Context: an optimization exercise on an open-source flow, tuned for small area. The choices shown serve that exercise and are no tape-out recipe.
Where RTL was checked, it was by simulation tests only, not by an equivalence proof against the original.
For run 6, only the layout was checked, not whether the RTL still works.
Power is estimated from default activity; no workload was simulated.

--- flow/config.mk ---
export PLATFORM = sky130hd
export DESIGN_NAME = conv_acc
export DESIGN_NICKNAME = conv_acc
export VERILOG_FILES = /design/flow/design.v
export SDC_FILE = /design/flow/constraint.sdc
export NUM_CORES = 4
export LEC_CHECK = 0
export CAP_MARGIN = 20
export CORE_MARGIN = 2
export CORE_UTILIZATION = 40
export SLEW_MARGIN = 20
--- flow/constraint.sdc ---
create_clock -name core_clock -period 7.0 [get_ports {clk}]
set_input_delay 1.4000 -clock core_clock [delete_from_list [all_inputs] [get_ports {clk}]]
set_output_delay 1.4000 -clock core_clock [all_outputs]
set_load 0.01 [all_outputs]
--- flow/design.v ---
module conv_mac
(
    input  logic [7:0]  a,
    input  logic [7:0]  b,
    input  logic [15:0] p,
    output logic [15:0] result
);
    logic [15:0] row0;
    logic [15:0] row1;
    logic pp_0_0, pp_0_1, pp_0_2, pp_0_3, pp_0_4, pp_0_5, pp_0_6, pp_0_7, pp_1_0, pp_1_1, pp_1_2, pp_1_3, pp_1_4, pp_1_5, pp_1_6, pp_1_7, ppn_1_7, pp_2_0, pp_2_1, pp_2_2, pp_2_3, pp_2_4, pp_2_5, pp_2_6, pp_2_7, pp_3_0, pp_3_1, pp_3_2, pp_3_3, pp_3_4, pp_3_5, pp_3_6, pp_3_7, pp_4_0, pp_4_1, pp_4_2, pp_4_3, pp_4_4, pp_4_5, pp_4_6, pp_4_7, pp_5_0, pp_5_1, pp_5_2, pp_5_3, pp_5_4, pp_5_5, pp_5_6, pp_5_7, pp_6_0, pp_6_1, pp_6_2, pp_6_3, pp_6_4, pp_6_5, pp_6_6, pp_6_7, pp_7_0, pp_7_1, pp_7_2, pp_7_3, pp_7_4, pp_7_5, pp_7_6, pp_7_7, s1, c2, s3, c4, s5, c6, s7, c8, s9, c10, s11, c12, s13, c14, s15, c16, s17, c18, s19, c20, s21, c22, s23, c24, s25, c26, s27, c28, s29, c30, s31, c32, s33, c34, s35, c36, s37, c38, s39, c40, s41, c42, s43, c44, s45, c46, s47, c48, s49, c50, s51, c52, s53, c54, s55, c56, s57, c58, s59, c60, s61, c62, s63, c64, s65, c66, s67, c68, s69, c70, s71, c72, s73, c74, s75, c76, s77, c78, s79, c80, s81, c82, s83, c84, s85, c86, s87, c88, s89, c90, s91, c92, s93, c94, s95, c96, s97, c98, s99, c100, s101, c102, s103, c104, s105, c106, s107, c108, s109, c110, s111, c112, s113, c114, s115, c116, s117, c118, s119, c120, s121, c122, s123, c124, s125, c126;
    assign pp_0_0     = a[0] & b[0];
    assign pp_0_1     = a[0] & b[1];
    assign pp_0_2     = a[0] & b[2];
    assign pp_0_3     = a[0] & b[3];
    assign pp_0_4     = a[0] & b[4];
    assign pp_0_5     = a[0] & b[5];
    assign pp_0_6     = a[0] & b[6];
    assign pp_0_7     = ~(a[0] & b[7]);
    assign pp_1_0     = a[1] & b[0];
    assign pp_1_1     = a[1] & b[1];
    assign pp_1_2     = a[1] & b[2];
    assign pp_1_3     = a[1] & b[3];
    assign pp_1_4     = a[1] & b[4];
    assign pp_1_5     = a[1] & b[5];
    assign pp_1_6     = a[1] & b[6];
    assign pp_1_7     = a[1] & b[7];
    assign ppn_1_7    = ~(a[1] & b[7]);
    assign pp_2_0     = a[2] & b[0];
    assign pp_2_1     = a[2] & b[1];
    assign pp_2_2     = a[2] & b[2];
    assign pp_2_3     = a[2] & b[3];
    assign pp_2_4     = a[2] & b[4];
    assign pp_2_5     = a[2] & b[5];
    assign pp_2_6     = a[2] & b[6];
    assign pp_2_7     = ~(a[2] & b[7]);
    assign pp_3_0     = a[3] & b[0];
    assign pp_3_1     = a[3] & b[1];
    assign pp_3_2     = a[3] & b[2];
    assign pp_3_3     = a[3] & b[3];
    assign pp_3_4     = a[3] & b[4];
    assign pp_3_5     = a[3] & b[5];
    assign pp_3_6     = a[3] & b[6];
    assign pp_3_7     = ~(a[3] & b[7]);
    assign pp_4_0     = a[4] & b[0];
    assign pp_4_1     = a[4] & b[1];
    assign pp_4_2     = a[4] & b[2];
    assign pp_4_3     = a[4] & b[3];
    assign pp_4_4     = a[4] & b[4];
    assign pp_4_5     = a[4] & b[5];
    assign pp_4_6     = a[4] & b[6];
    assign pp_4_7     = ~(a[4] & b[7]);
    assign pp_5_0     = a[5] & b[0];
    assign pp_5_1     = a[5] & b[1];
    assign pp_5_2     = a[5] & b[2];
    assign pp_5_3     = a[5] & b[3];
    assign pp_5_4     = a[5] & b[4];
    assign pp_5_5     = a[5] & b[5];
    assign pp_5_6     = a[5] & b[6];
    assign pp_5_7     = ~(a[5] & b[7]);
    assign pp_6_0     = a[6] & b[0];
    assign pp_6_1     = a[6] & b[1];
    assign pp_6_2     = a[6] & b[2];
    assign pp_6_3     = a[6] & b[3];
    assign pp_6_4     = a[6] & b[4];
    assign pp_6_5     = a[6] & b[5];
    assign pp_6_6     = a[6] & b[6];
    assign pp_6_7     = ~(a[6] & b[7]);
    assign pp_7_0     = ~(a[7] & b[0]);
    assign pp_7_1     = ~(a[7] & b[1]);
    assign pp_7_2     = ~(a[7] & b[2]);
    assign pp_7_3     = ~(a[7] & b[3]);
    assign pp_7_4     = ~(a[7] & b[4]);
    assign pp_7_5     = ~(a[7] & b[5]);
    assign pp_7_6     = ~(a[7] & b[6]);
    assign pp_7_7     = a[7] & b[7];
    assign s1         = pp_0_5 ^ pp_1_4;
    assign c2         = pp_0_5 & pp_1_4;
    assign s3         = pp_0_6 ^ pp_1_5 ^ pp_2_4;
    assign c4         = (pp_0_6 & pp_1_5) | (pp_0_6 & pp_2_4) | (pp_1_5 & pp_2_4);
    assign s5         = pp_3_3 ^ pp_4_2;
    assign c6         = pp_3_3 & pp_4_2;
    assign s7         = pp_0_7 ^ pp_1_6 ^ pp_2_5;
    assign c8         = (pp_0_7 & pp_1_6) | (pp_0_7 & pp_2_5) | (pp_1_6 & pp_2_5);
    assign s9         = pp_3_4 ^ pp_4_3 ^ pp_5_2;
    assign c10        = (pp_3_4 & pp_4_3) | (pp_3_4 & pp_5_2) | (pp_4_3 & pp_5_2);
    assign s11        = pp_6_1 ^ pp_7_0;
    assign c12        = pp_6_1 & pp_7_0;
    assign s13        = pp_1_7 ^ pp_2_6 ^ pp_3_5;
    assign c14        = (pp_1_7 & pp_2_6) | (pp_1_7 & pp_3_5) | (pp_2_6 & pp_3_5);
    assign s15        = pp_4_4 ^ pp_5_3 ^ pp_6_2;
    assign c16        = (pp_4_4 & pp_5_3) | (pp_4_4 & pp_6_2) | (pp_5_3 & pp_6_2);
    assign s17        = pp_7_1 ^ p[8];
    assign c18        = pp_7_1 & p[8];
    assign s19        = ppn_1_7 ^ pp_2_7 ^ pp_3_6;
    assign c20        = (ppn_1_7 & pp_2_7) | (ppn_1_7 & pp_3_6) | (pp_2_7 & pp_3_6);
    assign s21        = pp_4_5 ^ pp_5_4 ^ pp_6_3;
    assign c22        = (pp_4_5 & pp_5_4) | (pp_4_5 & pp_6_3) | (pp_5_4 & pp_6_3);
    assign s23        = pp_7_2 ^ p[9];
    assign c24        = pp_7_2 & p[9];
    assign s25        = pp_3_7 ^ pp_4_6 ^ pp_5_5;
    assign c26        = (pp_3_7 & pp_4_6) | (pp_3_7 & pp_5_5) | (pp_4_6 & pp_5_5);
    assign s27        = pp_6_4 ^ pp_7_3;
    assign c28        = pp_6_4 & pp_7_3;
    assign s29        = pp_4_7 ^ pp_5_6;
    assign c30        = pp_4_7 & pp_5_6;
    assign s31        = pp_0_3 ^ pp_1_2;
    assign c32        = pp_0_3 & pp_1_2;
    assign s33        = pp_0_4 ^ pp_1_3 ^ pp_2_2;
    assign c34        = (pp_0_4 & pp_1_3) | (pp_0_4 & pp_2_2) | (pp_1_3 & pp_2_2);
    assign s35        = pp_3_1 ^ pp_4_0;
    assign c36        = pp_3_1 & pp_4_0;
    assign s37        = s1 ^ pp_2_3 ^ pp_3_2;
    assign c38        = (s1 & pp_2_3) | (s1 & pp_3_2) | (pp_2_3 & pp_3_2);
    assign s39        = pp_4_1 ^ pp_5_0 ^ p[5];
    assign c40        = (pp_4_1 & pp_5_0) | (pp_4_1 & p[5]) | (pp_5_0 & p[5]);
    assign s41        = c2 ^ s3 ^ s5;
    assign c42        = (c2 & s3) | (c2 & s5) | (s3 & s5);
    assign s43        = pp_5_1 ^ pp_6_0 ^ p[6];
    assign c44        = (pp_5_1 & pp_6_0) | (pp_5_1 & p[6]) | (pp_6_0 & p[6]);
    assign s45        = c4 ^ c6 ^ s7;
    assign c46        = (c4 & c6) | (c4 & s7) | (c6 & s7);
    assign s47        = s9 ^ s11 ^ p[7];
    assign c48        = (s9 & s11) | (s9 & p[7]) | (s11 & p[7]);
    assign s49        = c8 ^ c10 ^ c12;
    assign c50        = (c8 & c10) | (c8 & c12) | (c10 & c12);
    assign s51        = s13 ^ s15 ^ s17;
    assign c52        = (s13 & s15) | (s13 & s17) | (s15 & s17);
    assign s53        = c14 ^ c16 ^ c18;
    assign c54        = (c14 & c16) | (c14 & c18) | (c16 & c18);
    assign s55        = s19 ^ s21 ^ s23;
    assign c56        = (s19 & s21) | (s19 & s23) | (s21 & s23);
    assign s57        = c20 ^ c22 ^ c24;
    assign c58        = (c20 & c22) | (c20 & c24) | (c22 & c24);
    assign s59        = s25 ^ s27 ^ p[10];
    assign c60        = (s25 & s27) | (s25 & p[10]) | (s27 & p[10]);
    assign s61        = c26 ^ c28 ^ s29;
    assign c62        = (c26 & c28) | (c26 & s29) | (c28 & s29);
    assign s63        = pp_6_5 ^ pp_7_4 ^ p[11];
    assign c64        = (pp_6_5 & pp_7_4) | (pp_6_5 & p[11]) | (pp_7_4 & p[11]);
    assign s65        = c30 ^ pp_5_7 ^ pp_6_6;
    assign c66        = (c30 & pp_5_7) | (c30 & pp_6_6) | (pp_5_7 & pp_6_6);
    assign s67        = pp_7_5 ^ p[12];
    assign c68        = pp_7_5 & p[12];
    assign s69        = pp_6_7 ^ pp_7_6;
    assign c70        = pp_6_7 & pp_7_6;
    assign s71        = pp_0_2 ^ pp_1_1;
    assign c72        = pp_0_2 & pp_1_1;
    assign s73        = s31 ^ pp_2_1 ^ pp_3_0;
    assign c74        = (s31 & pp_2_1) | (s31 & pp_3_0) | (pp_2_1 & pp_3_0);
    assign s75        = c32 ^ s33 ^ s35;
    assign c76        = (c32 & s33) | (c32 & s35) | (s33 & s35);
    assign s77        = c34 ^ c36 ^ s37;
    assign c78        = (c34 & c36) | (c34 & s37) | (c36 & s37);
    assign s79        = c38 ^ c40 ^ s41;
    assign c80        = (c38 & c40) | (c38 & s41) | (c40 & s41);
    assign s81        = c42 ^ c44 ^ s45;
    assign c82        = (c42 & c44) | (c42 & s45) | (c44 & s45);
    assign s83        = c46 ^ c48 ^ s49;
    assign c84        = (c46 & c48) | (c46 & s49) | (c48 & s49);
    assign s85        = c50 ^ c52 ^ s53;
    assign c86        = (c50 & c52) | (c50 & s53) | (c52 & s53);
    assign s87        = c54 ^ c56 ^ s57;
    assign c88        = (c54 & c56) | (c54 & s57) | (c56 & s57);
    assign s89        = c58 ^ c60 ^ s61;
    assign c90        = (c58 & c60) | (c58 & s61) | (c60 & s61);
    assign s91        = c62 ^ c64 ^ s65;
    assign c92        = (c62 & c64) | (c62 & s65) | (c64 & s65);
    assign s93        = c66 ^ c68 ^ s69;
    assign c94        = (c66 & c68) | (c66 & s69) | (c68 & s69);
    assign s95        = c70 ^ pp_7_7;
    assign c96        = c70 & pp_7_7;
    assign s97        = pp_0_1 ^ pp_1_0;
    assign c98        = pp_0_1 & pp_1_0;
    assign s99        = s71 ^ pp_2_0 ^ p[2];
    assign c100       = (s71 & pp_2_0) | (s71 & p[2]) | (pp_2_0 & p[2]);
    assign s101       = c72 ^ s73 ^ p[3];
    assign c102       = (c72 & s73) | (c72 & p[3]) | (s73 & p[3]);
    assign s103       = c74 ^ s75 ^ p[4];
    assign c104       = (c74 & s75) | (c74 & p[4]) | (s75 & p[4]);
    assign s105       = c76 ^ s77 ^ s39;
    assign c106       = (c76 & s77) | (c76 & s39) | (s77 & s39);
    assign s107       = c78 ^ s79 ^ s43;
    assign c108       = (c78 & s79) | (c78 & s43) | (s79 & s43);
    assign s109       = c80 ^ s81 ^ s47;
    assign c110       = (c80 & s81) | (c80 & s47) | (s81 & s47);
    assign s111       = c82 ^ s83 ^ s51;
    assign c112       = (c82 & s83) | (c82 & s51) | (s83 & s51);
    assign s113       = c84 ^ s85 ^ s55;
    assign c114       = (c84 & s85) | (c84 & s55) | (s85 & s55);
    assign s115       = c86 ^ s87 ^ s59;
    assign c116       = (c86 & s87) | (c86 & s59) | (s87 & s59);
    assign s117       = c88 ^ s89 ^ s63;
    assign c118       = (c88 & s89) | (c88 & s63) | (s89 & s63);
    assign s119       = c90 ^ s91 ^ s67;
    assign c120       = (c90 & s91) | (c90 & s67) | (s91 & s67);
    assign s121       = c92 ^ s93 ^ p[13];
    assign c122       = (c92 & s93) | (c92 & p[13]) | (s93 & p[13]);
    assign s123       = c94 ^ s95 ^ p[14];
    assign c124       = (c94 & s95) | (c94 & p[14]) | (s95 & p[14]);
    assign s125       = c96 ^ p[15];
    assign c126       = c96 & p[15];
    assign row0 = {c124, c122, c120, c118, c116, c114, c112, c110, c108, c106, c104, c102, c100, c98, s97, pp_0_0};
    assign row1 = {s125, s123, s121, s119, s117, s115, s113, s111, s109, s107, s105, s103, s101, s99, p[1], p[0]};
    assign result = row0 + row1 + 16'h8000;
endmodule
module conv_acc
(
    input  logic        clk,
    input  logic        arst_n,
    input  logic        wb_cyc,
    input  logic        wb_stb,
    input  logic        wb_we,
    input  logic [1:0]  wb_adr,
    input  logic [31:0] wb_dat_i,
    output logic        wb_ack,
    output logic [31:0] wb_dat_o
);
    logic        ack;
    logic        access;
    logic        wr_operand;
    logic        rd_result;
    logic        wr_clear;
    logic        push;
    logic        pop;
    logic        res_pop;
    logic        op_full;
    logic        op_empty_bus;
    logic        op_empty_pe;
    logic        res_empty;
    logic [3:0]  bus_lvl;
    logic [3:0]  credit;
    logic [1:0]  push_d;
    logic [4:0]  pop_d;
    logic [1:0]  rpop_d;
    logic [2:0]  pe_lag;
    logic [2:0]  res_lag;
    logic        overflow;
    logic        underflow;
    logic        stat_q;
    logic        hit_q;
    logic [3:0]  count;
    logic [15:0] mem [16];
    logic [15:0] sel;
    logic [15:0] rdata;
    logic [15:0] result;
    assign access     = wb_cyc && wb_stb && !ack;
    assign wr_operand = access && wb_we && (wb_adr == 2'd0);
    assign rd_result  = access && !wb_we && (wb_adr == 2'd1);
    assign wr_clear   = access && wb_we && (wb_adr == 2'd3);
    assign pe_lag  = {2'd0, push_d[0]} + {2'd0, push_d[1]}
                   + {2'd0, pop_d[0]} + {2'd0, pop_d[1]};
    assign res_lag = {2'd0, pop_d[0]} + {2'd0, pop_d[1]} + {2'd0, pop_d[2]}
                   + {2'd0, pop_d[3]} + {2'd0, pop_d[4]}
                   + {2'd0, rpop_d[0]} + {2'd0, rpop_d[1]};
    assign op_full      = bus_lvl[3];
    assign op_empty_bus = (bus_lvl == 4'd0);
    assign op_empty_pe  = (bus_lvl == {1'b0, pe_lag});
    assign res_empty    = (credit == {1'b0, res_lag});
    assign push    = wr_operand && !op_full;
    assign pop     = !op_empty_pe && !credit[3];
    assign res_pop = rd_result && !res_empty;
    assign hit_q   = rpop_d[0];
    always_ff @(posedge clk or negedge arst_n) begin
        if (!arst_n) begin
            ack     <= 1'b0;
            stat_q  <= 1'b0;
            push_d  <= '0;
            pop_d   <= '0;
            rpop_d  <= '0;
            bus_lvl <= '0;
            credit  <= '0;
            count   <= '0;
        end else begin
            ack     <= access;
            stat_q  <= access && !wb_we && (wb_adr == 2'd2);
            push_d  <= {push_d[0], push};
            pop_d   <= {pop_d[3:0], pop};
            rpop_d  <= {rpop_d[0], res_pop};
            bus_lvl <= bus_lvl + {3'd0, push} - {3'd0, pop_d[1]};
            credit  <= credit + {3'd0, pop} - {3'd0, rpop_d[1]};
            if (push) begin
                count <= count + 4'd1;
            end else if (hit_q) begin
                count <= count - 4'd1;
            end
        end
    end
    always_ff @(posedge clk or negedge arst_n) begin
        if (!arst_n) begin
            overflow  <= 1'b0;
            underflow <= 1'b0;
        end else if (wr_clear) begin
            overflow  <= 1'b0;
            underflow <= 1'b0;
        end else begin
            if (wr_operand && op_full) begin
                overflow <= 1'b1;
            end
            if (rd_result && res_empty) begin
                underflow <= 1'b1;
            end
        end
    end
    conv_mac u_mac (
        .a      (wb_dat_i[7:0]),
        .b      (wb_dat_i[15:8]),
        .p      (wb_dat_i[31:16]),
        .result (result)
    );
    always_ff @(posedge clk) begin
        if (push) begin
            mem[0] <= result;
            for (int i = 1; i < 16; i++) begin
                mem[i] <= mem[i - 1];
            end
        end
    end
    always_comb begin
        for (int i = 0; i < 16; i++) begin
            sel[i] = hit_q && (count == 4'(i + 1));
        end
    end
    always_comb begin
        rdata = '0;
        for (int i = 0; i < 16; i++) begin
            rdata = rdata | (mem[i] & {16{sel[i]}});
        end
    end
    assign wb_ack = ack;
    always_comb begin
        wb_dat_o       = '0;
        wb_dat_o[15:0] = rdata;
        wb_dat_o[3:0]  = rdata[3:0]
                       | ({4{stat_q}} & {!res_empty, op_empty_bus, underflow, overflow});
    end
endmodule
--- flow/run.sh ---
#!/bin/bash
# synth_recipe.tcl (not shown) runs the flow's synth.tcl, then flattens the netlist and writes it again
# the make line also repeats each setting of config.mk as NAME=value (left out here)
make -C /OpenROAD-flow-scripts/flow DESIGN_CONFIG=/design/flow/config.mk WORK_HOME=/design/flow/orfs CLKGATE_MAP_FILE= SYNTH_SCRIPT=/design/flow/synth_recipe.tcl finish
==> results of run 1 <==
-- path summary, 6_finish.rpt --
check                      cells after the start      from  slack [ps]           to
max in group asynchronous                      2    arst_n        5490     count[2]
max                                           11  pop_d[1]         870  wb_dat_o[3]
min reg2reg                                    0  pop_d[2]         380     pop_d[3]
min in group asynchronous                      2    arst_n        1230   bus_lvl[1]
max reg2reg                                   10  pop_d[1]        3650    underflow
min                                            0  pop_d[2]         380     pop_d[3]
-- power groups by stage --
stage / Combinational [mW] / Sequential [mW] / Clock (mW)
2_1_floorplan: 1.37 / 2.04 / 0
3_3_place_gp: 1.72 / 2.09 / 0
3_5_place_dp: 1.74 / 2.08 / 0
4_1_cts: 1.75 / 2.05 / 1.60
5_1_grt: 1.94 / 2.06 / 1.67
6_report: 1.73 / 2.05 / 1.57
-- worst max-delay path: stages (launching register included) --
cell	delay, ps
dfrtp_1	450
fa_1	530
inv_1	50
fa_1	450
fa_1	370
inv_1	70
fa_1	420
xor2_1	170
nor4_1	470
nor2b_1	140
or4_1	570
clkdlybuf4s50_1	500
-- flip-flops by register name (all words and copies together), names as in the netlist --
| signal | cells |
|---|---|
| ack | 1 |
| bus_lvl | 4 |
| count | 4 |
| credit | 4 |
| mem | 256 |
| overflow | 1 |
| pop_d | 5 |
| push_d | 2 |
| rpop_d | 2 |
| stat_q | 1 |
| underflow | 1 |
-- layer usage --
layer / vias to the layer above / track usage
met2: 211 / 0.271
met3: 46 / 0.0188
met4: 0 / 0.0474
li1: 3678 / -
met5: - / 0
met1: 4007 / 0.247
-- layout make-up --
cell class	instances	area, um^2
fillers	3025	18500
flip-flops and latches	281	8320
multi-input cells	570	4980
clock buffers	33	741
repair buffers	69	693
well taps	455	569
inverters	82	308
clock inverters	20	226
-- cells by family (layout without fill, tap and decap cells) --
group,after synthesis,after routing
buffers and inverters,127,204
multiplexers,60,60
flip-flops,281,281
adder cells (fa/ha/maj),115,115
AND/OR/NAND/NOR,208,208
XOR/XNOR,32,32
AO/OA/AOI/OAI,139,139
other,1,16
-- synth_stat cells, types with 3 or more instances --
| cell | count |
|---|---|
| buf_4 | 21 |
| nor3_1 | 3 |
| and4_1 | 3 |
| xor2_1 | 7 |
| a32o_1 | 4 |
| a41oi_1 | 3 |
| a21o_1 | 6 |
| a22oi_1 | 24 |
| o21ai_0 | 14 |
| and3_1 | 10 |
| nor2b_1 | 7 |
| nand3_1 | 24 |
| dfrtp_1 | 25 |
| ha_1 | 60 |
| mux2_2 | 7 |
| nand4_1 | 6 |
| mux4_2 | 3 |
| edfxtp_1 | 256 |
| inv_1 | 82 |
| mux2_1 | 5 |
| a221oi_1 | 12 |
| buf_2 | 11 |
| mux2i_1 | 45 |
| and3b_1 | 3 |
| a211oi_1 | 5 |
| fa_1 | 55 |
| xnor2_1 | 25 |
| a21oi_1 | 16 |
| o2bb2ai_1 | 3 |
| clkbuf_1 | 10 |
| o211ai_1 | 6 |
| a22o_1 | 9 |
| a31oi_1 | 4 |
| a32oi_1 | 3 |
| nor2_1 | 35 |
| o22ai_1 | 12 |
| and2_1 | 42 |
| a221o_1 | 4 |
| nand2_1 | 60 |
-- metrics by stage --
step | utilization | area [um^2] | setup TNS (ps) | setup slack, ps
floorplan | - | 13900 | -375100 | -2280
global placement | 0.433 | 14900 | 0 | 913
detailed placement | 0.433 | 14900 | 0 | 843
CTS | 0.461 | 15800 | 0 | 801
global route | 0.462 | 15800 | 0 | 669
finish | 0.462 | 15800 | 0 | 874
==> results.toml, run 1 <==
[outcome]
status = "complete, no violations"

[power]
total_power_mw = 5.35
p_leak_nw = 5.92
p_seq_frac = 0.384
powerDensity_mw_per_mm2 = 338
power_frac_comb = 0.324
p_int_mw = 3.67
switchingPower_mw = 1.68
netSwitchingFraction = 0.314
p_clk_frac = 0.293
peakVddDrop_uv = 170

[critical_path]
required_ps = 5600
crit_path_end_kind = "output port"
startpoint_type = "flip-flop"
cp.arrival_ps = 4730
cp_max_fo = 4
worst-setup-path-type = "reg2out"

[yosys]
synth-compound-area-share = 0.0757
yosys.area_share.adder = 0.134
syn_area_mm2 = 0.0138
synth_top_family_by_area = "adder cells"
synth_cell_type_count = 64
synth_mux_area_frac = 0.0473
ys.flop_type = "edfxtp_1"
yosys.area_share.simple = 0.0777
synth_top_cell_area_share = 0.557
synthXorXnorAreaFrac = 0.0203
synthArstFlopShare = 0.0890
synth_area_leaders = "edfxtp_1 56%, fa_1 8.0%, ha_1 5.4%"
synth-seq-cells = 281
synth_edf_count = 256
synth.avg_cell_area_um2 = 14.3
synth_area_leader_cell = "edfxtp_1"
synth_warnings = 2
synth_sequential_area_ratio = 0.602
syn_inst = 963

[placed_design]
hpwlAfterDp_um = 20900
dp_cells = 1456
gp_congestion = 0.805
port_buffers = 55

[grt]
grt_pass1_vias = 8048
grt_overflow = 0
grt_use_total = 0.170
grt_pass1_wl_um = 47000
antenna_found_initial = 0
grt_max_degree = 69

[clock_tree]
cts_resized = 0
cts_setup_buffers = 0
clkTransAtPathRegs_ps = 60
cts-root-buf = "clkbuf_16"
cts_tree = "built"
cts_buffers = 29
hold_buffers = 0
clockBufferDepth = 3
cts_htree_levels = 1
cts.sinks = 281
clk_latency_ps = 540

[sta]
post-route-min-period_ps = 6130
setup-violations-final = 0
worstMarginPinSlew_ps = 983
rsz0062_at_grt = "no"
fmax_mhz = 163
hold_ws_ps = 377
hold_viol_final = 0
slew_headroom = 0.341
min_period_over_period = 0.875
slew_violations = 0
skew_ps = 11.3

[detailed_routing]
drtIter0Drc = 781
dr.pass1.iters = 5
highest_layer = "met4"
wl_met3_um = 1420
vias = 7942
met2WireLength_um = 14000
drt-wirelength-per-cell_um = 20.1
routed_wl_um = 30300
via_per_inst = 5.26
post-route-drc-count = 0
ant_nets = 0
met1_length_um = 14200

[run]
maxCapViolCount = 0

[finish]
final_cell_mix = "256 x edfxtp_1, 82 x inv_1, 60 x ha_1, 59 x nand2_1"
drive_gt1_frac = 0.0749
mostFrequentLayoutCell = "edfxtp_1"
syn2layout_area_growth_pct = 14.7
fin_nets = 1187
insertedDiodeCount = 0
final_cells = 1510

[floorplanning]
die_w_um = 190
dieHeight_um = 190
io_pins = 72
die-area_mm2 = 0.0360
coreArea_mm2 = 0.0343
row_count = 68
start_util = 0.403

[worst_hold_path]
hp-class = "reg2reg"
==> run 2: changes to the inputs <==
==> flow/flow/run.sh (new file) <==
#!/bin/bash
set -uo pipefail
export SYNTH_OPERATIONS_ARGS="-noabc"
export BUFFER_PORTS_ARGS="-buffer_cell sky130_fd_sc_hd__buf_1"
bash standard.sh > flow.log 2>&1
==> flow/standard.sh (new file) <==
#!/bin/bash
# synth_recipe.tcl (not shown) runs the flow's synth.tcl, then flattens the netlist and writes it again
# the make line also repeats each setting of config.mk as NAME=value (left out here)
make -C /OpenROAD-flow-scripts/flow DESIGN_CONFIG=/design/flow/config.mk WORK_HOME=/design/flow/orfs CLKGATE_MAP_FILE= SYNTH_SCRIPT=/design/flow/synth_recipe.tcl "${@:-finish}"
removed: flow/run.sh
==> results.toml, run 2 <==
[outcome]
status = "complete, no violations"

[sta]
setup-violations-final = 0
slew_violations = 0
hold_viol_final = 0
slew_headroom = 0.344
worstMarginPinSlew_ps = 984
rsz0062_at_grt = "no"
min_period_over_period = 0.844
setup_slack_ps = 1090
skew_ps = 18.2
fmax_mhz = 169
post-route-min-period_ps = 5910
tns_ps = 0

[detailed_routing]
dr.pass1.iters = 5
via_per_inst = 5.51
drt-wirelength-per-cell_um = 21.2
post-route-drc-count = 0
ant_nets = 0
drtIter0Drc = 831
vias = 7824
routed_wl_um = 30100

[clock_tree]
cts-root-buf = "clkbuf_16"
cts_htree_levels = 1
cts_buffers = 29
cts.sinks = 281
clk_latency_ps = 550
hold_buffers = 0
clkTransAtPathRegs_ps = 60
clockBufferDepth = 3
cts_tree = "built"
cts_resized = 0
cts_setup_buffers = 0

[critical_path]
cp_max_fo = 4
crit_slowest_cell = "nor4_1"
cp.arrival_ps = 4510
startpoint_type = "flip-flop"
cp_num_buf_inv = 1
critical_path.top_delay_family = "adder cells"
critPathMaxStageDelay_ps = 780
crit_path_end_kind = "output port"
cp_cell_sequence = "fa_1 -> fa_1 -> fa_1 -> fa_1 -> xor2_1 -> nor4_1 -> o221ai_1 -> or3_1 -> buf_1"
crit_path_frequent_cell = "fa_1"
required_ps = 5600
worst-setup-path-type = "reg2out"

[finish]
insertedDiodeCount = 0
syn2layout_area_growth_pct = 10.4
final_cell_mix = "256 x edfxtp_1, 63 x fa_1, 57 x ha_1, 55 x buf_1, 52 x and2_1"
top_register = "mem"
final_cells = 1420
top_regs = "mem x256, pop_d x5"
mostFrequentLayoutCell = "edfxtp_1"
fin_nets = 1110
largest_reg_flops = 256
drive_gt1_frac = 0.0741

[placed_design]
hpwlAfterDp_um = 19900
port_buffers = 55
dp_cells = 1367
gp_congestion = 0.861
post-place-ws_ps = 869

[yosys]
syn_area_mm2 = 0.0138
synth_area_leaders = "edfxtp_1 56%, fa_1 9.3%, ha_1 5.2%"
synthArstFlopShare = 0.0890
synth_area_leader_cell = "edfxtp_1"
yosysMostFrequentCell = "edfxtp_1"
synth_common_cells = "256 x edfxtp_1, 64 x fa_1, 57 x ha_1"
synth.avg_cell_area_um2 = 15.3
synth_sequential_area_ratio = 0.603
synth_edf_count = 256
synth_warnings = 2
synth-seq-cells = 281
ys.flop_type = "edfxtp_1"
synth_top_cell_area_share = 0.558
syn_inst = 903
synth_cell_type_count = 64

[power]
peakVddDrop_uv = 199
p_leak_nw = 5.39
powerDensity_mw_per_mm2 = 331

[grt]
grt_pass1_vias = 8031
grt_use_total = 0.171
grt_max_degree = 173
antenna_found_initial = 0
grt_pass1_wl_um = 47300
grt_overflow = 0

[floorplanning]
start_util = 0.409
coreArea_mm2 = 0.0337
die_w_um = 190
die-area_mm2 = 0.0360
row_count = 67
dieHeight_um = 190
io_pins = 72

[run]
maxCapViolCount = 0

[worst_hold_path]
hp-class = "reg2reg"
## run 2: cell type report
class	count	area, um^2
Clock buffer	43	818
Clock inverter	10	77.6
Fill cell	3051	18500
Inverter	34	128
Multi-Input combinational cell	538	4990
Sequential cell	281	8320
Tap cell	448	561
Timing Repair Buffer	66	314
## run 2: kinds of logic (layout without fill, tap and decap cells)
| family | count (synthesis) | count (layout) | share of synthesized area |
|---|---|---|---|
| compound gates | 131 | 131 | 0.0732 |
| xor+xnor | 21 | 21 | 0.0133 |
| fa+ha+maj | 121 | 121 | 0.145 |
| buf+inv | 99 | 153 | 0.0410 |
| flops | 281 | 281 | 0.603 |
| mux | 54 | 54 | 0.0449 |
| other cells | 1 | 16 | 0.000272 |
| simple gates | 195 | 195 | 0.0793 |
## run 2: power breakdown
group | switching [mW] | internal (mW) | leakage, nW | total, mW
sequential | 0.152 | 1.95 | 2.60 | 2.10
clock | 0.620 | 0.841 | 0.437 | 1.46
combinational | 0.823 | 0.645 | 2.35 | 1.47
## run 2: worst paths after layout
check,end,from,slack [ps],cells past startpoint
setup / recovery,wb_dat_o[3],pop_d[1],1090,9
hold / removal,push_d[1],push_d[0],410,0
setup reg to reg,underflow,pop_d[1],3360,8
hold reg to reg,push_d[1],push_d[0],410,0
max in group asynchronous,count[3],arst_n,5890,2
min in group asynchronous,credit[2],arst_n,850,2
## run 2: routing by layer
metal	routed length (um)	part of all wire	track usage
met1	13900	0.46	0.254
met2	13500	0.45	0.265
met3	1990	0.066	0.0238
met4	723	0.024	0.0444
met5	0	0	0
## run 2: per-stage QoR
step	area, um^2	power, mW	utilization	hold WS, ps
6_report	15200	5.03	0.451	412
5_1_grt	15200	5.38	0.451	426
4_1_cts	15200	5.09	0.451	418
3_5_place_dp	14300	3.62	0.425	404
3_3_place_gp	14300	3.59	0.425	395
2_1_floorplan	13800	3.25	-	372
==> run 3: changes to the inputs <==
--- a/flow/config.mk
+++ b/flow/config.mk
@@ -8,4 +8,7 @@
 export CAP_MARGIN = 20
 export CORE_MARGIN = 2
 export CORE_UTILIZATION = 40
+export CTS_BUF_LIST = sky130_fd_sc_hd__clkbuf_8
+export CTS_CLUSTER_DIAMETER = 50
+export CTS_CLUSTER_SIZE = 14
 export SLEW_MARGIN = 20
==> results.toml, run 3 <==
[yosys]
synth_sequential_area_ratio = 0.603
synth-seq-cells = 281
synth.avg_cell_area_um2 = 15.3
synth_warnings = 2
syn_inst = 903
synth_area_leader_cell = "edfxtp_1"
synth-compound-area-share = 0.0732
yosysMostFrequentCell = "edfxtp_1"
ys.flop_type = "edfxtp_1"
synth_mux_area_frac = 0.0449
synth_area_leaders = "edfxtp_1 56%, fa_1 9.3%, ha_1 5.2%"
yosys.area_share.adder = 0.145
synth_edf_count = 256
synthXorXnorAreaFrac = 0.0133
syn_area_mm2 = 0.0138
synth_common_cells = "256 x edfxtp_1, 64 x fa_1, 57 x ha_1"
synth_cell_type_count = 64
synthArstFlopShare = 0.0890
synth_top_family_by_area = "adder cells"
yosys.area_share.simple = 0.0793
synth_top_cell_area_share = 0.558

[clock_tree]
clockBufferDepth = 3
cts_setup_buffers = 0
cts_tree = "built"
cts_resized = 0
cts.sinks = 281
clk_latency_ps = 580
clkTransAtPathRegs_ps = 90
cts_htree_levels = 1
cts_buffers = 28
hold_buffers = 0
cts-root-buf = "clkbuf_8"

[floorplanning]
die_w_um = 190
io_pins = 72
coreArea_mm2 = 0.0337
start_util = 0.409
row_count = 67
die-area_mm2 = 0.0360
dieHeight_um = 190

[finish]
top_regs = "mem x256, pop_d x5"
num-fill-cells = 3081
final_area_mm2 = 0.0148
largest_reg_flops = 256
fin_util = 0.441
final_cell_mix = "256 x edfxtp_1, 63 x fa_1, 57 x ha_1, 55 x buf_1, 52 x and2_1"
syn2layout_area_growth_pct = 7.74
insertedDiodeCount = 0
fin_nets = 1109
top_register = "mem"
mostFrequentLayoutCell = "edfxtp_1"
regArea_mm2 = 0.00832
drive_gt1_frac = 0.0755
multi_input_area_mm2 = 0.00499

[sta]
fmax_mhz = 168
setup-violations-final = 0
slew_headroom = 0.340
min_period_over_period = 0.850
post-route-min-period_ps = 5950
worstMarginPinSlew_ps = 990
tns_ps = 0
rsz0062_at_grt = "no"
skew_ps = 16.1
slew_violations = 0
hold_viol_final = 0

[critical_path]
r2r_slack_ps = 3370
cp_num_buf_inv = 1
rr_worst_depth = 8
cp_max_fo = 4
worst-setup-path-type = "reg2out"
crit_slowest_cell = "nor4_1"
required_ps = 5600
worstSetupStartpoint = "pop_d[1]"
critPathMaxStageDelay_ps = 710
timing.rr.end = "underflow"
r2r-start = "pop_d[1]"
cp.arrival_ps = 4550
cp_cell_sequence = "fa_1 -> fa_1 -> fa_1 -> fa_1 -> xor2_1 -> nor4_1 -> o221ai_1 -> or3_1 -> buf_1"
crit_path_frequent_cell = "fa_1"
critical_path.top_delay_family = "adder cells"
crit_path_end_kind = "output port"
startpoint_type = "flip-flop"

[detailed_routing]
ant_nets = 0
routed_wl_um = 30000
drt-wirelength-per-cell_um = 21.2
post-route-drc-count = 0
vias = 7779
via_per_inst = 5.50
dr.pass1.iters = 5
drtIter0Drc = 784

[power]
powerDensity_mw_per_mm2 = 309
p_clk_frac = 0.222
p_seq_frac = 0.457
peakVddDrop_uv = 163
netSwitchingFraction = 0.340
p_leak_nw = 5.25
switchingPower_mw = 1.56
p_int_mw = 3.03
power_frac_comb = 0.320

[placed_design]
gp_congestion = 0.861
postPlaceCellArea_mm2 = 0.0143
hpwlAfterDp_um = 19900
port_buffers = 55

[grt]
grt_pass1_vias = 8019
antenna_found_initial = 0
grt_pass1_wl_um = 47100
grt_use_total = 0.170
grt_max_degree = 173
grt_overflow = 0

[worst_hold_path]
hold_depth = 0
hp-class = "reg2reg"
holdPathEnd = "push_d[1]"
holdCritStartpoint = "push_d[0]"

[outcome]
status = "complete, no violations"

[run]
maxCapViolCount = 0
-- run 3: cell type report --
cell class / instances / share of cell area
clock inverters: 19 / 0.00927
multi-input cells: 538 / 0.336
flip-flops and latches: 281 / 0.560
well taps: 448 / 0.0378
inverters: 34 / 0.00860
clock buffers: 29 / 0.0269
repair buffers: 66 / 0.0212
-- run 3: how the worst max path moves through the flow --
stage,cells past startpoint,slack (ps),to
final,9,1050,wb_dat_o[3]
after global routing,9,770,wb_dat_o[3]
after CTS,9,940,wb_dat_o[3]
after detailed placement,14,870,mem[0][15]
after global placement,14,900,mem[0][15]
after floorplan,7,-4550,bus_lvl[3]
-- run 3: per-layer routing --
layer	wire length, um	GRT usage	vias up
li1	-	-	3477
met1	13900	0.253	3970
met2	13500	0.265	291
met3	1820	0.0216	41
met4	698	0.0459	0
met5	0	0	-
-- run 3: worst register-to-register path: stages, from the launching register on --
cell	delay (ps)
dfrtp_1	460
fa_1	550
fa_1	430
fa_1	400
fa_1	500
xor2_1	150
nor4_1	710
a31oi_1	180
o2bb2ai_1	170
-- run 3: kinds of logic after synthesis --
family / Yosys count
other cells: 1
simple gates: 195
compound gates: 131
fa+ha+maj: 121
mux: 54
buf+inv: 99
flops: 281
xor+xnor: 21
-- run 3: power groups by stage --
stage                     registers, mW  clock network, mW  logic (mW)
after CTS                          2.10               1.05        1.50
after detailed placement           2.14                  0        1.49
after global placement             2.14                  0        1.46
after global routing               2.12               1.11        1.69
final                              2.10               1.02        1.47
after floorplan                    2.04                  0        1.21
-- run 3: through the flow --
step | instances | setup slack [ps] | power [mW] | hold WS [ps]
floorplan | 918 | -4550 | 3.25 | 372
global placement | 1367 | 900 | 3.59 | 395
detailed placement | 1367 | 869 | 3.62 | 404
CTS | 1415 | 940 | 4.65 | 425
global route | 1415 | 774 | 4.92 | 442
finish | 1415 | 1050 | 4.59 | 418
==> run 4: changes to the inputs <==
--- a/flow/config.mk
+++ b/flow/config.mk
@@ -10,5 +10,5 @@
 export CORE_UTILIZATION = 40
 export CTS_BUF_LIST = sky130_fd_sc_hd__clkbuf_8
 export CTS_CLUSTER_DIAMETER = 50
-export CTS_CLUSTER_SIZE = 14
+export CTS_CLUSTER_SIZE = 20
 export SLEW_MARGIN = 20
==> results.toml, run 4 <==
[detailed_routing]
wl_met3_um = 1920
ant_nets = 0
via_per_inst = 5.53
post-route-drc-count = 0
dr.pass1.iters = 7
drtIter0Drc = 775
routed_wl_um = 30100
vias = 7820
drt-wirelength-per-cell_um = 21.3
met1_length_um = 13900
highest_layer = "met4"
met2WireLength_um = 13600

[power]
p_leak_nw = 5.27
powerDensity_mw_per_mm2 = 315
total_power_mw = 4.71
peakVddDrop_uv = 172

[finish]
mostFrequentLayoutCell = "edfxtp_1"
top_regs = "mem x256, pop_d x5"
insertedDiodeCount = 0
largest_reg_flops = 256
fin_nets = 1108
drive_gt1_frac = 0.0766
syn2layout_area_growth_pct = 8.32
final_cell_mix = "256 x edfxtp_1, 63 x fa_1, 57 x ha_1, 55 x buf_1, 52 x and2_1"
top_register = "mem"
final_area_mm2 = 0.0149
num-fill-cells = 3062

[sta]
post-route-min-period_ps = 5940
setup-violations-final = 0
rsz0062_at_grt = "no"
slew_headroom = 0.338
min_period_over_period = 0.848
hold_viol_final = 0
tns_ps = 0
fmax_mhz = 168
slew_violations = 0
worstMarginPinSlew_ps = 993
skew_ps = 28.8
hold_ws_ps = 418

[grt]
grt_overflow = 0
grt_use_total = 0.170
grt_pass1_wl_um = 47200
grt_pass1_vias = 8005
grt_max_degree = 173
antenna_found_initial = 0

[yosys]
synth_area_leaders = "edfxtp_1 56%, fa_1 9.3%, ha_1 5.2%"
synth_sequential_area_ratio = 0.603
synth_edf_count = 256
synth.avg_cell_area_um2 = 15.3
synth_top_cell_area_share = 0.558
syn_inst = 903
synthArstFlopShare = 0.0890
synth_cell_type_count = 64
yosysMostFrequentCell = "edfxtp_1"
synth_area_leader_cell = "edfxtp_1"
synth-seq-cells = 281
synth_common_cells = "256 x edfxtp_1, 64 x fa_1, 57 x ha_1"
syn_area_mm2 = 0.0138
synth_warnings = 2
ys.flop_type = "edfxtp_1"

[floorplanning]
dieHeight_um = 190
coreArea_mm2 = 0.0337
start_util = 0.409
die-area_mm2 = 0.0360
die_w_um = 190
io_pins = 72
row_count = 67

[placed_design]
gp_congestion = 0.861
port_buffers = 55
postPlaceCellArea_mm2 = 0.0143
hpwlAfterDp_um = 19900

[critical_path]
r2r-start = "pop_d[1]"
crit_path_end_kind = "output port"
required_ps = 5600
cp.arrival_ps = 4540
cp_max_fo = 4
rr_worst_depth = 8
worstSetupStartpoint = "pop_d[1]"
startpoint_type = "flip-flop"
worst-setup-path-type = "reg2out"

[clock_tree]
clockBufferDepth = 3
cts-root-buf = "clkbuf_8"
clkTransAtPathRegs_ps = 90
cts_htree_levels = 1
hold_buffers = 0
cts_buffers = 27
cts_resized = 0
cts_setup_buffers = 0
clk_latency_ps = 580
cts.sinks = 281
cts_tree = "built"

[worst_hold_path]
holdCritStartpoint = "push_d[0]"
hp-class = "reg2reg"
hold_depth = 0

[run]
maxCapViolCount = 0

[outcome]
status = "complete, no violations"
==> run 4: changes by cell type in the layout (fill, tap and decap cells not counted), moves of 2 or more <==
| cell | delta |
|---|---|
| clkinv_2 | -4 |
| inv_6 | +3 |
| inv_1 | -4 |
| clkinv_1 | +2 |
| bufinv_16 | +3 |
| clkbuf_8 | -2 |
==> run 4: per-layer routing <==
metal  up-vias  global-route usage
li1       3479                   -
met1      3994               0.253
met2       304               0.267
met3        43              0.0205
met4         0              0.0438
met5         -                   0
==> run 4: worst max-delay path: stages, from the launching register on <==
cell and delay [ps]:
dfrtp_1 460, fa_1 550, fa_1 430, fa_1 400, fa_1 500, xor2_1 150
nor4_1 710, o221ai_1 250, or3_1 380, buf_1 140
==> run 4: cell families (layout without fill, tap and decap cells) <==
family / Yosys count / count (layout) / synth area share
AND/OR/NAND/NOR: 195 / 195 / 0.0793
XOR/XNOR: 21 / 21 / 0.0133
flip-flops: 281 / 281 / 0.603
adder cells (fa/ha/maj): 121 / 121 / 0.145
multiplexers: 54 / 54 / 0.0449
other: 1 / 16 / 0.000272
AO/OA/AOI/OAI: 131 / 131 / 0.0732
buffers and inverters: 99 / 147 / 0.0410
==> run 4: through the flow <==
step	setup WS (ps)	instances	utilization
detailed placement	869	1367	0.425
CTS	947	1414	0.443
finish	1060	1414	0.443
global route	781	1414	0.443
floorplan	-4550	918	-
global placement	900	1367	0.425
==> run 4: worst paths after layout <==
path	to	slack, ps
setup / recovery	wb_dat_o[3]	1060
hold / removal	push_d[1]	420
setup reg to reg	underflow	3380
hold reg to reg	push_d[1]	420
max in group asynchronous	count[3]	5920
min in group asynchronous	credit[2]	810
==> run 4: layout make-up <==
type | instances | area, um^2 | area share
sequential | 281 | 8320 | 0.557
multi-input combinational | 538 | 4990 | 0.334
tap | 448 | 561 | 0.0376
clock buffer | 27 | 372 | 0.0249
timing repair buffer | 66 | 314 | 0.0210
clock inverter | 20 | 244 | 0.0163
inverter | 34 | 128 | 0.00855
==> run 4: where the power goes <==
group          total [mW]  switching [mW]  internal (mW)
clock network        1.14           0.607          0.533
registers            2.10           0.152           1.95
logic                1.47           0.824          0.645
==> run 5: changes to the inputs <==
==> flow/flow/run.sh (replaced) <==
#!/bin/bash
# The standard layout (standard.sh) with these changes:
#  - synthesis maps adders without the Kogge-Stone carry map and skips the
#    early ABC pass inside yosys synth, so the explicit adder tree is
#    extracted into full/half adder cells as written;
#  - the final ABC mapping uses an area-oriented script (flow/area.abc);
#  - ports are buffered with the smallest buffer instead of a delay buffer.
# make's full output is in flow.log, each step's in orfs/logs.
set -uo pipefail
here=$PWD
export SYNTH_OPERATIONS_ARGS="-noabc"
export BUFFER_PORTS_ARGS="-buffer_cell sky130_fd_sc_hd__buf_1"
export FLOW_SYNTH_TCL=$here/synth_recipe.tcl
export MY_ABC_SCRIPT=$here/flow/area.abc
sed "s#SYNTH_SCRIPT=[^ ]*#SYNTH_SCRIPT=$here/flow/my_synth.tcl#" standard.sh > my_standard.sh
bash my_standard.sh > flow.log 2>&1
==> flow/flow/area.abc (new file) <==
&get -n
&st
&dch
&nf -R 1000
&put
==> flow/flow/my_synth.tcl (new file) <==
# Wraps the standard flow's synthesis script; only the final ABC mapping script changes
# (area-oriented &dch/&nf mapping of the combinational logic). Registers,
# their names and cell types are left exactly as the standard synthesis.
proc abc {args} {
  set i [lsearch -exact $args -script]
  if {$i >= 0} { lset args [expr {$i + 1}] $::env(MY_ABC_SCRIPT) }
  yosys abc {*}$args
}
source $::env(FLOW_SYNTH_TCL)
--- a/flow/config.mk
+++ b/flow/config.mk
@@ -8,7 +8,7 @@
 export CAP_MARGIN = 20
 export CORE_MARGIN = 2
 export CORE_UTILIZATION = 40
-export CTS_BUF_LIST = sky130_fd_sc_hd__clkbuf_8
-export CTS_CLUSTER_DIAMETER = 50
-export CTS_CLUSTER_SIZE = 20
+export CTS_BUF_LIST = sky130_fd_sc_hd__clkbuf_4
+export CTS_CLUSTER_DIAMETER = 40
+export CTS_CLUSTER_SIZE = 12
 export SLEW_MARGIN = 20
==> results.toml, run 5 <==
[critical_path]
r2r_slack_ps = 3740
cp_max_fo = 8
startpoint_type = "input port"
rr_worst_depth = 12
cp.arrival_ps = 6280
worstSetupStartpoint = "wb_dat_i[13]"
crit_path_end_kind = "flip-flop"
worst-setup-path-type = "in2reg"
cp_cell_sequence = "buf_1 -> and2_0 -> ha_1 -> fa_1 -> fa_1 -> fa_1 -> ha_1 -> ha_1 -> a21oi_1 -> nand2_1 -> a21o_1 -> a21o_1 -> nand3_1 -> nand2_1 -> nand3_1 -> nand2_1 -> nand3_1 -> nand2_1 -> fa_1 -> xor2_1 -> xnor2_1 -> xnor2_1"
r2r-start = "pop_d[1]"
required_ps = 7390
timing.rr.end = "credit[3]"
crit_slowest_cell = "fa_1"
critPathMaxStageDelay_ps = 520
cp-endpoint = "mem[0][15]"

[sta]
hold_ws_ps = 416
tns_ps = 0
hold_viol_final = 0
worstMarginPinSlew_ps = 919
slew_violations = 0
setup_slack_ps = 1110
fmax_mhz = 170
rsz0062_at_grt = "no"
skew_ps = 26.3
setup-violations-final = 0
slew_headroom = 0.387
min_period_over_period = 0.842
post-route-min-period_ps = 5890

[yosys]
synth-seq-cells = 281
synth.avg_cell_area_um2 = 16.4
synth_top_cell_area_share = 0.604
synth_warnings = 2
synth_area_leader_cell = "edfxtp_1"
ys.flop_type = "edfxtp_1"
synth_common_cells = "256 x edfxtp_1, 71 x nand2_1, 64 x fa_1"
synth_sequential_area_ratio = 0.654
yosysMostFrequentCell = "edfxtp_1"
synth_cell_type_count = 35
synth_edf_count = 256
synthArstFlopShare = 0.0890
syn_inst = 776
synth_area_leaders = "edfxtp_1 60%, fa_1 10%, ha_1 5.6%"
syn_area_mm2 = 0.0127

[run]
maxCapViolCount = 0

[floorplanning]
die_w_um = 182
die-area_mm2 = 0.0332
dieHeight_um = 182
start_util = 0.405
coreArea_mm2 = 0.0314
io_pins = 72
row_count = 65

[grt]
grt_pass1_wl_um = 36800
grt_use_total = 0.138
grt_max_degree = 167
antenna_found_initial = 1
grt_pass1_vias = 6925
grt_overflow = 0

[detailed_routing]
via_per_inst = 5.18
drtIter0Drc = 680
ant_nets = 0
post-route-drc-count = 0
dr.pass1.iters = 5
routed_wl_um = 22300
vias = 6786
drt-wirelength-per-cell_um = 17.0
met1_length_um = 10700
wl_met3_um = 1280
met2WireLength_um = 9930
highest_layer = "met4"

[clock_tree]
cts.sinks = 281
cts_htree_levels = 2
cts_tree = "built"
cts-root-buf = "clkbuf_4"
clockBufferDepth = 3
cts_setup_buffers = 0
cts_buffers = 39
clk_latency_ps = 640
hold_buffers = 0
clkTransAtPathRegs_ps = 110
cts_resized = 0

[finish]
num-fill-cells = 2840
largest_reg_flops = 256
multi_input_area_mm2 = 0.00420
mostFrequentLayoutCell = "edfxtp_1"
regArea_mm2 = 0.00831
fin_util = 0.448
drive_gt1_frac = 0.107
top_register = "mem"
top_regs = "mem x256, pop_d x5"
final_cells = 1310
fin_nets = 1038
syn2layout_area_growth_pct = 10.6
final_cell_mix = "256 x edfxtp_1, 69 x nand2_1, 63 x fa_1, 57 x ha_1, 55 x buf_1"

[placed_design]
hpwlAfterDp_um = 14800
post-place-ws_ps = 401
dp_cells = 1239
port_buffers = 55
gp_congestion = 0.803

[power]
peakVddDrop_uv = 97.6
p_leak_nw = 4.92
power_frac_comb = 0.244
p_int_mw = 2.81
netSwitchingFraction = 0.302
p_seq_frac = 0.506
switchingPower_mw = 1.21
powerDensity_mw_per_mm2 = 286
p_clk_frac = 0.251

[outcome]
status = "complete, no violations"

[worst_hold_path]
hp-class = "reg2reg"
-- run 5: changes by cell type after synthesis, moves of 10 or more --
cell and change:
o21ai_0 -18, a221o_1 +36, nand2_1 +29, inv_1 -33, buf_2 -11, clkinv_1 +31, a222oi_1 +34, mux2i_1 -39
a22o_1 -10, and2_1 -52, clkbuf_1 -14, and2_0 +46
-- run 5: power groups by stage --
stage / Clock, mW / Sequential (mW) / Combinational (mW)
finish: 1.01 / 2.03 / 0.981
global route: 1.13 / 2.05 / 1.17
CTS: 1.06 / 2.04 / 1.01
detailed placement: 0 / 2.07 / 1.00
global placement: 0 / 2.07 / 0.972
floorplan: 0 / 2.05 / 0.787
-- run 5: logic make-up after synthesis --
family                   synth area share
AO/OA/AOI/OAI                      0.0825
buffers and inverters              0.0260
other                            0.000295
flip-flops                          0.654
AND/OR/NAND/NOR                    0.0691
adder cells (fa/ha/maj)             0.157
XOR/XNOR                           0.0117
-- run 5: layer usage --
layer | track usage | up-vias
li1 | - | 3214
met1 | 0.205 | 3360
met2 | 0.209 | 184
met3 | 0.0255 | 28
met4 | 0.0397 | 0
met5 | 0 | -
-- run 5: how the worst min path moves through the flow --
stage / from / cells past startpoint / slack, ps / end
floorplan: pop_d[3] / 0 / 370 / pop_d[4]
global placement: pop_d[3] / 0 / 400 / pop_d[4]
detailed placement: pop_d[3] / 0 / 390 / pop_d[4]
CTS: mem[6][14] / 0 / 420 / mem[7][14]
global route: mem[6][13] / 0 / 430 / mem[7][13]
finish: push_d[0] / 0 / 420 / push_d[1]
-- run 5: final cells by class --
cell class                 instances  share of cell area
tap                              402              0.0358
antenna                            1            0.000178
clock buffer                      42              0.0224
clock inverter                    28              0.0168
multi-input combinational        450               0.299
inverter                          32             0.00863
sequential                       281               0.591
timing repair buffer              74              0.0260
-- run 5: per-stage QoR --
| stage | instance area, um^2 | total power [mW] |
|---|---|---|
| after floorplan | 12800 | 2.84 |
| after global placement | 13500 | 3.04 |
| after detailed placement | 13500 | 3.08 |
| after CTS | 14100 | 4.11 |
| after global routing | 14100 | 4.36 |
| final | 14100 | 4.02 |
-- run 5: critical path: cells and delay by family --
family | cells | cell delay, ps
AOI/OAI and AO/OA | 3 | 540
buffers and inverters | 1 | 240
and+or+nand+nor | 8 | 830
xor gates and xnor gates | 3 | 440
adders and majority gates | 7 | 2840
==> run 6: changes to the inputs <==
--- a/flow/design.v
+++ b/flow/design.v
@@ -201,7 +201,40 @@
     assign c126       = c96 & p[15];
     assign row0 = {c124, c122, c120, c118, c116, c114, c112, c110, c108, c106, c104, c102, c100, c98, s97, pp_0_0};
     assign row1 = {s125, s123, s121, s119, s117, s115, s113, s111, s109, s107, s105, s103, s101, s99, p[1], p[0]};
-    assign result = row0 + row1 + 16'h8000;
+    logic cc0, cc1, cc10, cc11, cc12, cc13, cc14, cc15, cc2, cc3, cc4, cc5, cc6, cc7, cc8, cc9, cs0, cs1, cs10, cs11, cs12, cs13, cs14, cs15, cs2, cs3, cs4, cs5, cs6, cs7, cs8, cs9;
+    assign cs0 = pp_0_0 ^ p[0];
+    assign cc0 = pp_0_0 & p[0];
+    assign cs1 = s97 ^ p[1] ^ cc0;
+    assign cc1 = (s97 & p[1]) | (s97 & cc0) | (p[1] & cc0);
+    assign cs2 = c98 ^ s99 ^ cc1;
+    assign cc2 = (c98 & s99) | (c98 & cc1) | (s99 & cc1);
+    assign cs3 = c100 ^ s101 ^ cc2;
+    assign cc3 = (c100 & s101) | (c100 & cc2) | (s101 & cc2);
+    assign cs4 = c102 ^ s103 ^ cc3;
+    assign cc4 = (c102 & s103) | (c102 & cc3) | (s103 & cc3);
+    assign cs5 = c104 ^ s105 ^ cc4;
+    assign cc5 = (c104 & s105) | (c104 & cc4) | (s105 & cc4);
+    assign cs6 = c106 ^ s107 ^ cc5;
+    assign cc6 = (c106 & s107) | (c106 & cc5) | (s107 & cc5);
+    assign cs7 = c108 ^ s109 ^ cc6;
+    assign cc7 = (c108 & s109) | (c108 & cc6) | (s109 & cc6);
+    assign cs8 = c110 ^ s111 ^ cc7;
+    assign cc8 = (c110 & s111) | (c110 & cc7) | (s111 & cc7);
+    assign cs9 = c112 ^ s113 ^ cc8;
+    assign cc9 = (c112 & s113) | (c112 & cc8) | (s113 & cc8);
+    assign cs10 = c114 ^ s115 ^ cc9;
+    assign cc10 = (c114 & s115) | (c114 & cc9) | (s115 & cc9);
+    assign cs11 = c116 ^ s117 ^ cc10;
+    assign cc11 = (c116 & s117) | (c116 & cc10) | (s117 & cc10);
+    assign cs12 = c118 ^ s119 ^ cc11;
+    assign cc12 = (c118 & s119) | (c118 & cc11) | (s119 & cc11);
+    assign cs13 = c120 ^ s121 ^ cc12;
+    assign cc13 = (c120 & s121) | (c120 & cc12) | (s121 & cc12);
+    assign cs14 = c122 ^ s123 ^ cc13;
+    assign cc14 = (c122 & s123) | (c122 & cc13) | (s123 & cc13);
+    assign cs15 = c124 ^ s125 ^ cc14;
+    assign cc15 = (c124 & s125) | (c124 & cc14) | (s125 & cc14);
+    assign result = {~cs15, cs14, cs13, cs12, cs11, cs10, cs9, cs8, cs7, cs6, cs5, cs4, cs3, cs2, cs1, cs0};
 endmodule
 module conv_acc
 (
==> results.toml, run 6 <==
[outcome]
status = "finished with violations"
violations = "setup timing"

[critical_path]
cp.arrival_ps = 7400
cp_num_buf_inv = 1
critPathMaxStageDelay_ps = 500
crit_path_frequent_cell = "fa_2"
startpoint_type = "input port"
worst-setup-path-type = "in2reg"
cp_cell_sequence = "buf_2 -> and2_4 -> ha_1 -> fa_1 -> fa_2 -> fa_2 -> fa_2 -> fa_2 -> fa_2 -> fa_2 -> fa_2 -> fa_2 -> fa_2 -> fa_2 -> fa_2 -> fa_2 -> fa_2 -> xnor2_2 -> xnor2_1"
crit_path_end_kind = "flip-flop"
crit_slowest_cell = "fa_1"
required_ps = 7390
cp_max_fo = 4
critical_path.top_delay_family = "adder cells"
r2r_slack_ps = 3770

[yosys]
synthXorXnorAreaFrac = 0.00779
synth_warnings = 2
synth_mux_area_frac = 0
synth_top_family_by_area = "adder cells"
synth-seq-cells = 281
yosys.area_share.adder = 0.145
synth_area_leader_cell = "edfxtp_1"
synth-compound-area-share = 0.0819
synth_common_cells = "256 x edfxtp_1, 71 x fa_1, 59 x nand2_1"
yosys.area_share.simple = 0.0658
ys.flop_type = "edfxtp_1"
synth_edf_count = 256
synth_area_leaders = "edfxtp_1 62%, fa_1 11%, dfrtp_1 5.1%"
syn_inst = 731
synth_top_cell_area_share = 0.622
synthArstFlopShare = 0.0890
synth_cell_type_count = 34
synth_sequential_area_ratio = 0.672
yosysMostFrequentCell = "edfxtp_1"
synth.avg_cell_area_um2 = 16.9
syn_area_mm2 = 0.0124

[clock_tree]
cts.sinks = 281
cts_setup_buffers = 0
cts_htree_levels = 2
cts_tree = "built"
cts-root-buf = "clkbuf_4"
clkTransAtPathRegs_ps = 110
cts_buffers = 38
clockBufferDepth = 3
clk_latency_ps = 650

[sta]
skew_ps = 45.8
worstMarginPinSlew_ps = 1030
slew_violations = 0
post-route-min-period_ps = 7000
min_period_over_period = 1.00
rsz0062_at_grt = "yes"
slew_headroom = 0.314
setup-violations-final = 1
fmax_mhz = 143
hold_ws_ps = 415
hold_viol_final = 0
setup_slack_ps = -4.24
tns_ps = -4.24

[grt]
grt_overflow = 0
antenna_found_initial = 1
grt_pass1_vias = 6739
grt_use_total = 0.141
grt_pass1_wl_um = 36800
grt_max_degree = 182

[finish]
syn2layout_area_growth_pct = 12.2
drive_gt1_frac = 0.152
largest_reg_flops = 256
mostFrequentLayoutCell = "edfxtp_1"
final_cell_mix = "256 x edfxtp_1, 57 x nand2_1, 57 x fa_1, 49 x buf_1, 45 x and2_0"
fin_nets = 986
final_area_mm2 = 0.0139
top_register = "mem"
final_cells = 1267
top_regs = "mem x256, pop_d x5"

[power]
powerDensity_mw_per_mm2 = 278
total_power_mw = 3.85
p_leak_nw = 4.76
peakVddDrop_uv = 127

[detailed_routing]
drt-wirelength-per-cell_um = 17.9
drtIter0Drc = 711
post-route-drc-count = 0
routed_wl_um = 22700
ant_nets = 0
via_per_inst = 5.24
vias = 6644
dr.pass1.iters = 5

[run]
maxCapViolCount = 0

[placed_design]
port_buffers = 55
dp_cells = 1202
postPlaceCellArea_mm2 = 0.0133
gp_congestion = 0.844
hpwlAfterDp_um = 15200

[worst_hold_path]
hp-class = "reg2reg"

[floorplanning]
coreArea_mm2 = 0.0305
dieHeight_um = 180
die_w_um = 180
io_pins = 72
row_count = 64
start_util = 0.405
die-area_mm2 = 0.0323
-- run 6: cell count changes after synthesis, moves of 3 or more --
cell,change
nand2_1,-12
a22oi_1,+8
fa_1,+7
a21oi_1,-3
a221o_1,-12
a222oi_1,+4
ha_1,-27
xor2_1,-6
-- run 6: logic make-up (layout without fill, tap and decap cells) --
group | after synthesis | after routing
xor gates and xnor gates | 11 | 11
buffers and inverters | 60 | 184
and+or+nand+nor | 163 | 163
DFF | 281 | 281
adders and majority gates | 101 | 101
other | 1 | 17
AOI/OAI and AO/OA | 114 | 114
-- run 6: repair_timing --
action / CTS / global route
hold buffers: 0 / 0
gates cloned: 0 / 0
pin swaps: 1 / 0
setup endpoints to repair: 1 / 1
resized for setup: 5 / 1
hold endpoints to repair: 0 / 0
-- run 6: worst paths after layout --
path | from | to | cells after the start
max in group asynchronous | arst_n | pop_d[4] | 2
worst min-delay path | pop_d[3] | pop_d[4] | 0
worst min register to register | pop_d[3] | pop_d[4] | 0
min in group asynchronous | arst_n | ack | 2
worst max register to register | pop_d[1] | credit[3] | 12
worst max-delay path | wb_dat_i[10] | mem[0][15] | 19
-- run 6: report_power, final --
group	leakage (nW)	internal (mW)	switching [mW]	total, mW
combinational	1.82	0.376	0.405	0.781
clock	0.325	0.465	0.586	1.05
sequential	2.61	1.94	0.0812	2.02
-- run 6: final cells by class --
class	count	area [um^2]
diodes	1	2.50
clock buffers	42	315
clock inverters	22	243
fillers	2688	16600
inverters	32	121
multi-input cells	405	3910
flip-flops and latches	281	8310
well taps	396	495
repair buffers	88	474
-- run 6: through the flow --
stage	util	setup WS, ps
floorplan	-	-4840
global placement	0.436	-722
detailed placement	0.436	-800
CTS	0.455	15.4
global route	0.455	-97.2
finish	0.455	-4.24
-- run 6: worst register-to-register path, delay by kind of cell, from the launching register on --
kind | cells | cell delay (ps)
adders and majority gates | 6 | 1940
xor gates and xnor gates | 2 | 310
buffers and inverters | 1 | 80
AOI/OAI and AO/OA | 3 | 380
DFF | 1 | 460
-- run 6: per-layer routing --
layer,wire length (um),share of wire,vias to the layer above,global-route usage
met4,411,0.018,0,0.0407
met2,9910,0.44,196,0.208
met1,11000,0.49,3342,0.217
li1,-,-,3071,-
met3,1340,0.059,35,0.0233
met5,0,0,-,0

-- port drivers added, routing unchanged --
No port has a modelled driver above. Below, the same layouts with a new extraction and two added sets of constraints.
Step 1 assumes that a clkbuf_16 drives the clock port and a buf_2 every other input.
Step 2 moves the port delays by t, midway between the first and last clock arrival at a register: inputs arrive t later, outputs are due t later. That takes back most of the time a late clock gives input paths.
Three values: ideal ports, drivers, drivers and shift; two values: the first two.
run	t, ns	slack for setup (ns)	cell pins on the clock port's net
run 1	0.581	0.874 / 0.826 / 0.824	1
run 2	0.585	1.089 / 1.042 / 0.849	1
run 3	0.609	1.052 / 1.009 / 0.856	1
run 4	0.612	1.061 / 1.017 / 0.862	1
run 5	0.667	1.106 / 1.118 / 0.451	1
run 6	0.664	-0.004 / 0.014 / -0.650	1
For run 5, which loses most, drivers alone change the setup slack by +0.012 ns; drivers and shift together by -0.655 ns.
